This is an optimization exercise on Yosys and OpenROAD, whose aim is small area, not a production implementation. The RTL was checked by simulation tests, not by an equivalence proof against the original design. The clock port is modelled as an ideal driver; clocking choices that lean on that would not hold on a real chip. No activity file was given, so power comes from the tool's default toggle rates.

== red ==
==> flow/design.v (excerpt) <==
module regfile_mp #(
  parameter int DATA_W   = 32,
  parameter int ADDR_W   = 5,
  parameter int ZERO_REG = 1,
  parameter int BYPASS   = 1
) (
  input  logic              clk,
  input  logic              rst_n,
  input  logic [ADDR_W-1:0] raddr1,
  output logic [DATA_W-1:0] dout1,
  output logic              rpend1,
  input  logic [ADDR_W-1:0] raddr2,
  output logic [DATA_W-1:0] dout2,
  output logic              rpend2,
  input  logic              wr0,
  input  logic [ADDR_W-1:0] waddr0,
  input  logic [DATA_W-1:0] din0,
  input  logic              wr1,
  input  logic [ADDR_W-1:0] waddr1,
  input  logic [DATA_W-1:0] din1,
  input  logic              rsv,
  input  logic [ADDR_W-1:0] rsv_addr,
  output logic              rsv_ok,
  output logic [ADDR_W:0]   pend_cnt
);
  localparam int DEPTH = 1 << ADDR_W;
  localparam int LO    = (ZERO_REG != 0) ? 1 : 0;
  localparam int NW    = DEPTH - LO;       
  localparam int LB    = 2;                
  localparam int NL    = 1 << LB;
  localparam int NH    = 1 << (ADDR_W - LB);
  localparam int NT    = NW + 2;
  localparam int NG    = (NT + 2) / 3;
  localparam int NPG   = NW / 3;
  localparam int NPR   = NW - 3 * NPG;
  logic [NW-1:0][DATA_W-1:0] mem;
  logic [NW-1:0]             valid;
  logic [NW-1:0]             pend;
  ...
Settings: LEC_CHECK=0, ABC_CLOCK_PERIOD_IN_PS=10000, CAP_MARGIN=20, CORE_MARGIN=2, CORE_UTILIZATION=50, GPL_TIMING_DRIVEN=0, PLACE_DENSITY=0.58, SLEW_MARGIN=20, SYNTH_HIERARCHICAL=1, SYNTH_MINIMUM_KEEP_SIZE=0; clock period 10.0 ns.
standard.sh (not shown) runs the stock make flow with config.mk's settings and CLKGATE_MAP_FILE= SYNTH_SCRIPT=/design/flow/synth_recipe.tcl, a recipe that flattens the netlist after the stock synthesis.
==> flow/flow/run.sh <==
#!/bin/bash
# Own layout flow: the standard synthesis; then synthesis's buffers are
# removed and each combinational
# cell is set to the smallest-area drive strength of its kind (registers
# are left as synthesis made them); then the standard layout with
# small port buffers and a clock tree of small buffers without dummy
# loads, whose leaf buffers are upsized where their sinks' clock slew
# would be high.
set -euo pipefail
F=$PWD/flow
bash standard.sh synth > synth.log 2>&1
openroad -no_init -exit flow/downsize.tcl > downsize.log 2>&1
bash standard.sh \
  "BUFFER_PORTS_ARGS=-buffer_cell sky130_fd_sc_hd__buf_1" \
  "CTS_ARGS=-sink_clustering_enable -repair_clock_nets -dont_use_dummy_load -buf_list sky130_fd_sc_hd__clkbuf_8 -sink_clustering_size 14 -sink_clustering_max_diameter 80" \
  "POST_CTS_TCL=$F/cts_fix.tcl" \
  finish > layout.log 2>&1
Other scripts of this flow, unchanged in this note and not shown: flow/flow/cts_fix.tcl, flow/flow/downsize.tcl
Edits applied to the flow inputs when going from red to blue:
--- a/flow/design.v
+++ b/flow/design.v
@@ -24,22 +24,21 @@
   output logic [ADDR_W:0]   pend_cnt
 );
   localparam int DEPTH = 1 << ADDR_W;
   localparam int LO    = (ZERO_REG != 0) ? 1 : 0;
   localparam int NW    = DEPTH - LO;       
   localparam int LB    = 2;                
   localparam int NL    = 1 << LB;
   localparam int NH    = 1 << (ADDR_W - LB);
   localparam int NT    = NW + 2;
   localparam int NG    = (NT + 2) / 3;
-  localparam int NPG   = NW / 3;
-  localparam int NPR   = NW - 3 * NPG;
+  localparam int NPG   = (NW + 2) / 3;
   logic [NW-1:0][DATA_W-1:0] mem;
   logic [NW-1:0]             valid;
   logic [NW-1:0]             pend;
   wire  [NW-1:0][DATA_W-1:0] nxt;
   wire  [NW-1:0]             ne0_w, ne1_w, hold_w;
   wire  [DATA_W-1:0]         nd0, nd1;
   logic [NW-1:0]             we0_w, we1_w, wany_w, rs_w;
   logic                      we0, we1;
   logic                      f01, f11, f02, f12;
   logic                      rsv_hit, set_en;
@@ -151,39 +150,45 @@
       rf_aoi3 u_r2 (
         .a1(s2[3*g]),   .a2(t[3*g][b]),
         .b1(s2[3*g+1]), .b2(t[3*g+1][b]),
         .c1(s2[3*g+2]), .c2(t[3*g+2][b]),
         .y(y2[b][g])
       );
     end
     assign dout1[b] = !(&y1[b]);
     assign dout2[b] = !(&y2[b]);
   end
-  wire [NPG+NPR-1:0] yd0, yd1, yrs;
+  logic [3*NPG-1:0] pw, pe0, pe1, prs;
+  always_comb begin
+    pw  = '0;
+    pe0 = '0;
+    pe1 = '0;
+    prs = '0;
+    pw[NW-1:0]  = pend;
+    pe0[NW-1:0] = we0_w;
+    pe1[NW-1:0] = we1_w;
+    prs[NW-1:0] = rs_w;
+  end
+  wire [NPG-1:0] yd0, yd1, yrs;
   for (genvar g = 0; g < NPG; g++) begin : g_pt
     rf_aoi3 u_d0 (
-      .a1(we0_w[3*g]), .a2(pend[3*g]), .b1(we0_w[3*g+1]), .b2(pend[3*g+1]),
-      .c1(we0_w[3*g+2]), .c2(pend[3*g+2]), .y(yd0[g])
+      .a1(pe0[3*g]), .a2(pw[3*g]), .b1(pe0[3*g+1]), .b2(pw[3*g+1]),
+      .c1(pe0[3*g+2]), .c2(pw[3*g+2]), .y(yd0[g])
     );
     rf_aoi3 u_d1 (
-      .a1(we1_w[3*g]), .a2(pend[3*g]), .b1(we1_w[3*g+1]), .b2(pend[3*g+1]),
-      .c1(we1_w[3*g+2]), .c2(pend[3*g+2]), .y(yd1[g])
+      .a1(pe1[3*g]), .a2(pw[3*g]), .b1(pe1[3*g+1]), .b2(pw[3*g+1]),
+      .c1(pe1[3*g+2]), .c2(pw[3*g+2]), .y(yd1[g])
     );
     rf_aoi3 u_rs (
-      .a1(rs_w[3*g]), .a2(pend[3*g]), .b1(rs_w[3*g+1]), .b2(pend[3*g+1]),
-      .c1(rs_w[3*g+2]), .c2(pend[3*g+2]), .y(yrs[g])
+      .a1(prs[3*g]), .a2(pw[3*g]), .b1(prs[3*g+1]), .b2(pw[3*g+1]),
+      .c1(prs[3*g+2]), .c2(pw[3*g+2]), .y(yrs[g])
     );
-  end
-  for (genvar r = 0; r < NPR; r++) begin : g_ptr
-    assign yd0[NPG+r] = !(we0_w[3*NPG+r] && pend[3*NPG+r]);
-    assign yd1[NPG+r] = !(we1_w[3*NPG+r] && pend[3*NPG+r]);
-    assign yrs[NPG+r] = !(rs_w[3*NPG+r] && pend[3*NPG+r]);
   end
   assign dec0 = !(&yd0);
   assign dec1 = !(&yd1);
   assign rhit = !(&yrs);
   logic [DEPTH-1:0] pend_all;
   assign pend_all = {pend, {LO{1'b0}}};
   assign rpend1  = pend_all[raddr1] && !(f01 || f11);
   assign rpend2  = pend_all[raddr2] && !(f02 || f12);
   assign rsv_hit = rsv && !rhit;
   assign rsv_ok  = rst_n && rsv_hit;
--- outcome ---
The flow did not stop early for blue: all stages ran, and the layout cleared the timing, design-rule and antenna checks.
Looking at share of power burned in registers, blue sits 0.2 points higher than red does.
Summary: routed wire length, blue worse than red
The area growth from synthesis to final layout on red is in line with that on blue.
Comparing blue with red, the synthesized area came out essentially unchanged.
Status: relative area of non-clock buffer cells in the final design parity (red, blue)
Part of the total power dissipated in the clock network for blue: 0.4 points down relative to red
Compared with red, blue shows a first-iteration DRC count that is about 7% higher.
Number of clock buffers in the layout in blue is 1 lower than in red

## static timing again, ports no longer ideal
The results above use ideal ports. As a check the final layouts listed here were re-extracted and re-timed, cells and wires unchanged.
Step 1 (the two cells are an assumption about what drives the block):
set clk [get_ports {clk}]
set_driving_cell -lib_cell sky130_fd_sc_hd__clkbuf_16 $clk
set_driving_cell -lib_cell sky130_fd_sc_hd__buf_2 [delete_from_list [all_inputs] $clk]
Step 2, shift: input delay + t, output delay - t, t = (earliest + latest rising clock arrival at the registers) / 2. This alone moves slack from input paths to output paths.
Slacks: no drivers / after step 1 / after step 2; pairs: no drivers / after step 1.
run | t, ns | setup slack, ns | hold WS [ns] | worst setup path at the end | clock arrival spread, ns
red | 0.863 | 0.878 / 0.858 / 0.858 | 0.494 / 0.494 / 0.494 | input to output | 0.076 / 0.076
blue | 0.867 | 0.436 / 0.409 / 0.409 | 0.497 / 0.497 / 0.497 | input to output | 0.084 / 0.084
After both steps every run listed still meets setup and hold. For blue, which loses most, drivers alone change the setup slack by -0.027 ns; drivers and shift together by -0.027 ns.
